This is an optimization exercise on Yosys and OpenROAD, whose aim is small area, a short achievable clock period and few clock cycles, not a production implementation.
At most, simulation tests tie the RTL to the original design; equivalence was not proved.

## alpha
Design magnetometer_frame_heading, start of the top module:
module magnetometer_frame_heading (
	input  logic                                 clk,
	input  logic                                 arst_n,
	input  logic                                 in_valid,
	output logic                                 in_stall,
	input  logic                                 command,
	input  logic [7:0]                           rx_byte,
	output logic                                 out_valid,
	input  logic                                 out_stall,
	output logic                                 send_request,
	output logic                                 frame_done,
	output logic                                 frame_ok,
	output logic [mfh_pkg::DEG_W-1:0]            heading_deg,
	output logic [mfh_pkg::DEG_W-1:0]            tilt_xz_deg,
	output logic [mfh_pkg::DEG_W-1:0]            tilt_yz_deg,
	output logic signed [mfh_pkg::VAL_W-1:0]     field_x,
	output logic signed [mfh_pkg::VAL_W-1:0]     field_y,
	output logic signed [mfh_pkg::VAL_W-1:0]     field_z,
	input  logic                                 cfg_we,
	input  logic [0:0]                           cfg_index,
	input  logic [mfh_pkg::CFG_W-1:0]            cfg_data
);
Size: ~4900 cells after synthesis, roughly 35000 um2 of cells after synthesis.
==> flow/config.mk <==
export PLATFORM = sky130hd
export DESIGN_NAME = magnetometer_frame_heading
export DESIGN_NICKNAME = magnetometer_frame_heading
export VERILOG_FILES = /design/flow/design.v
export SDC_FILE = /design/flow/constraint.sdc
export NUM_CORES = 4
export LEC_CHECK = 0
export ABC_AREA = 1
export CAP_MARGIN = 20
export CORE_MARGIN = 2
export CORE_UTILIZATION = 35
export SETUP_SLACK_MARGIN = 3.5
export SLEW_MARGIN = 20
==> flow/constraint.sdc <==
create_clock -name core_clock -period 7.5 [get_ports {clk}]
set_input_delay 1.5000 -clock core_clock [delete_from_list [all_inputs] [get_ports {clk}]]
set_output_delay 1.5000 -clock core_clock [all_outputs]
set_load 0.01 [all_outputs]
run.sh (not shown) runs the stock make flow with config.mk's settings and CLKGATE_MAP_FILE= SYNTH_SCRIPT=/design/flow/synth_recipe.tcl, a recipe that flattens the netlist after the stock synthesis.
Testbench counts of alpha, summed over its fixed seeds: cycles 7,288.
Changes in beta relative to alpha:
Settings: putting CTS_BUF_LIST at sky130_fd_sc_hd__clkbuf_4 sky130_fd_sc_hd__clkbuf_8 where nothing was set; swapping 35 for 45 in CORE_UTILIZATION; putting CTS_CLUSTER_SIZE at 20 where nothing was set.
[summary]
The lower wire length of the first global-routing pass of beta and alpha is in beta. Met1 wire length (lower): beta. alpha has a lower post-layout utilization of the core than beta.
--- input diff beta..gamma ---
Settings: CTS_BUF_LIST: sky130_fd_sc_hd__clkbuf_4 sky130_fd_sc_hd__clkbuf_8 -> unset; CTS_CLUSTER_SIZE: 20 -> unset; PLACE_DENSITY: unset -> 0.7.
- gamma against beta: final critical-path required period shows an increase of 110 ps; non-clock buffer count grew by 35.
Relative to gamma, the following input files were edited for delta:
Settings: a deleted PLACE_DENSITY that had been 0.7; a change of SETUP_SLACK_MARGIN from 3.5 to 3.25.
Notes after the runs:
Of the two candidates, gamma has the better final critical-path setup slack and delta the worse one. Compared with gamma, in delta met2 global-route usage +0.67 points; cell area after layout -about 4.6%.

## the baseline
magnetometer_frame_heading, a different RTL version from the one above (not shown whole).
For scale: about 4400 cells after synthesis, roughly 120 I/O pins, roughly 38000 um^2 of cells after synthesis.
clock: 7.5 ns
lec_check: 0
cap_margin: 20
core_margin: 2
core_utilization: 40
setup_slack_margin: 4.5
slew_margin: 20
Modified inputs, the candidate compared to the baseline
- a change of SETUP_SLACK_MARGIN from 4.5 to 3
==> comparison <==
- Wire length on met1: the candidate vs the baseline down about 1.9%
- In the flow results for the baseline and the candidate, the number of antenna violations at the first check in global routing is smaller on the baseline.
- Net total in the final layout (higher): the baseline
- The total of plain and repair buffers excluding clock buffers number comes out higher for the baseline vs the candidate.
- The higher post-route worst setup slack came out of the candidate.
- Summary — global-route usage over all layers, the candidate relative to the baseline: lower, by 1.1 points.
- Of the candidate and the baseline, it is the candidate that has the lower final-layout non-clock buffer area share.
- Of the baseline and the candidate, the run reporting the higher footprint of the multi-input gates was the baseline.
Function was not checked in any run of this note: the RTL went through the layout flow alone.

magnetometer_frame_heading with an RTL version that a note above also has.
Size: ~4,900 cells after synthesis, about 390 flip-flops, about 120 I/O pins, ~35,000 sq um of cells after synthesis.
Settings: LEC_CHECK=0, ABC_AREA=1, CAP_MARGIN=20, CORE_MARGIN=2, CORE_UTILIZATION=45, SETUP_SLACK_MARGIN=3.0, SLEW_MARGIN=20; clock period 7.5 ns.
The first run ran to the end with no violations.
Testbench counts at the start, summed over its fixed seeds: cycles 7,288.
Next try:
- GPL_TIMING_DRIVEN: not set -> 0
- SETUP_SLACK_MARGIN: 3.0 -> 3.5
After rerunning: Design area rose by 8.7%. Global-route usage goes up by 3.7 points. Non-clock buffer count grows by 239. Clock skew climbs by 0.015 ns. Count of clock-buffer cells in the layout fell by 5. Synthesized cell count does not change. Routed wire length is higher by 15%. Via count rose by 6.3%. Utilization came out higher by 4.5 points. Final cell count rises by 3.9%.
Next try:
- CORE_UTILIZATION: 45 -> 55
- GPL_TIMING_DRIVEN: 0 -> not set
=> Core utilization rose by 9.8 points. Die area goes down by 18%. Routed wire length fell by 10%. Clock skew came out lower by 0.011 ns.
Next try:
- CORE_UTILIZATION: 55 -> 45
- GPL_ROUTABILITY_DRIVEN: not set -> 0
=> The new run ran to the end with no violations. Worst hold slack stays flat. Via count fell by 1.2%. Global-route usage went down by 5.8 points. Flip-flop and latch count does not change. Setup slack stays flat. Design area barely changes.

## onyx
magnetometer_frame_heading again, from the RTL that the note above started with.
make LEC_CHECK=0 ABC_AREA=1 CAP_MARGIN=20 CORE_MARGIN=2 CORE_UTILIZATION=45 CTS_BUF_LIST=sky130_fd_sc_hd__clkbuf_8 SETUP_SLACK_MARGIN=3.5 SLEW_MARGIN=20 finish   # period 7.5 ns
Testbench counts of onyx, summed over its fixed seeds: cycles 7,288.
> inputs changed (onyx -> maple)
- TNS_END_PERCENT now 50, previously not set
- CTS_BUF_LIST no longer set, was sky130_fd_sc_hd__clkbuf_8
### Flow results
- On count of nets after finishing, onyx tracks maple almost exactly.
- Run comparison: onyx launching instance or port of the critical path in_valid; maple launching instance or port of the critical path a_j_q[1]
- In the metrics for maple and onyx, the one carrying the higher wire length of the first global-routing pass is onyx.
- Going from onyx to maple, number of levels in the clock H-tree down 1, area growth from synthesis to layout rose by 1.4 points, length of routed wiring on met1 picked up an extra about 1.7%, total detailed-routing wirelength shows an increase of 0.73%.
- Setup slack: maple worse than onyx
Changes in raven relative to maple:
- SETUP_SLACK_MARGIN now 3.75, was 3.5
- TNS_END_PERCENT no longer set, was 50
[summary]
Between raven and maple, it is raven whose global-route usage is higher, by 0.69 points. Going from maple to raven, final number of setup-violating endpoints held, average wire length per cell after detail routing went up about 2.6%, via count went up 1,110.
> inputs changed (raven -> fjord)
- SLEW_MARGIN changed from 20 to 5
- CAP_MARGIN changed from 20 to 5
- SETUP_SLACK_MARGIN changed from 3.75 to 3.5
Notes after the runs:
The met2 layer wire length in the routed design in fjord sits 3600 um below the value recorded for raven. met3 layer wire length in the routed design went down by more than 10% going from raven to fjord. Between raven and fjord, the flow reports via count decreasing by a few percent. From raven to fjord the numbers moved as follows: critical path required time down 0.15 ns; design area went down by about 7%. Between raven and fjord, the final worst hold slack does not differ in any meaningful way. Comparing raven and fjord, the lower count of cell instances traversed by the critical path is on fjord.
--- input diff fjord..zinc ---
- changing CAP_MARGIN from 5 to 20
- changing SLEW_MARGIN from 5 to 20
### Flow results
The number of synthesized flops with an enable pin was comparable across zinc and fjord.
From fjord to zinc, combined area of the multi-input logic cells did not move at all.
For placed cell area, zinc and fjord come out practically identical.
[compare] base=fjord new=zinc: count of distinct cell types in the synthesized netlist ~0 delta, residual antenna-violating net count after detailed routing ~0 delta, final area ~0 delta.
Comparing fjord against zinc, there is no change at all in number of cells on the critical path.

port drivers added, routing unchanged:
How much do the figures lean on ideal ports? The routed layouts below were timed once more, with nothing changed but the port constraints.
Step 1 (the two cells are an assumption about what drives the block):
set clk [get_ports {clk}]
set_driving_cell -lib_cell sky130_fd_sc_hd__clkbuf_16 $clk
set_driving_cell -lib_cell sky130_fd_sc_hd__buf_2 [delete_from_list [all_inputs] $clk]
Step 2, shift: input delay + t, output delay - t, t = (earliest + latest rising clock arrival at the registers) / 2. This alone moves slack from input paths to output paths.
Slacks: no drivers / after step 1 / after step 2; pairs: no drivers / after step 1.
run | t, ns | slack for setup (ns) | hold slack, ns | worst setup path at the end
alpha | 0.694 | 3.550 / 3.579 / 2.885 | 0.420 / 0.420 / 0.420 | input to register
beta | 0.746 | 3.660 / 3.660 / 3.011 | 0.416 / 0.416 / 0.416 | input to register
gamma | 0.658 | 3.551 / 3.551 / 3.053 | 0.418 / 0.418 / 0.418 | input to register
delta | 0.674 | 3.385 / 3.385 / 2.757 | 0.406 / 0.406 / 0.406 | input to register
the baseline | 0.691 | 2.287 / 2.287 / 2.287 | 0.416 / 0.416 / 0.416 | register to register
the candidate | 0.680 | 2.308 / 2.308 / 2.308 | 0.416 / 0.416 / 0.416 | register to register
the first run of note 3 | 0.667 | 3.207 / 3.207 / 2.641 | 0.424 / 0.424 / 0.424 | input to register
the second run of note 3 | 0.665 | 3.540 / 3.540 / 3.081 | 0.423 / 0.423 / 0.423 | input to register
the third run of note 3 | 0.663 | 3.592 / 3.592 / 3.086 | 0.417 / 0.417 / 0.417 | input to register
the fourth run of note 3 | 0.671 | 3.593 / 3.593 / 2.973 | 0.419 / 0.419 / 0.419 | input to register
onyx | 0.741 | 3.607 / 3.642 / 2.901 | 0.414 / 0.414 / 0.414 | input to register
maple | 0.666 | 3.533 / 3.533 / 3.093 | 0.418 / 0.418 / 0.418 | input to register
raven | 0.692 | 3.670 / 3.670 / 3.216 | 0.415 / 0.415 / 0.415 | input to register
fjord | 0.661 | 3.623 / 3.623 / 3.060 | 0.417 / 0.417 / 0.417 | input to register
zinc | 0.661 | 3.623 / 3.623 / 3.060 | 0.417 / 0.417 / 0.417 | input to register
After both steps setup and hold are still met in every run listed. For onyx, which loses most, drivers alone change the setup slack by +0.035 ns; drivers and shift together by -0.706 ns.
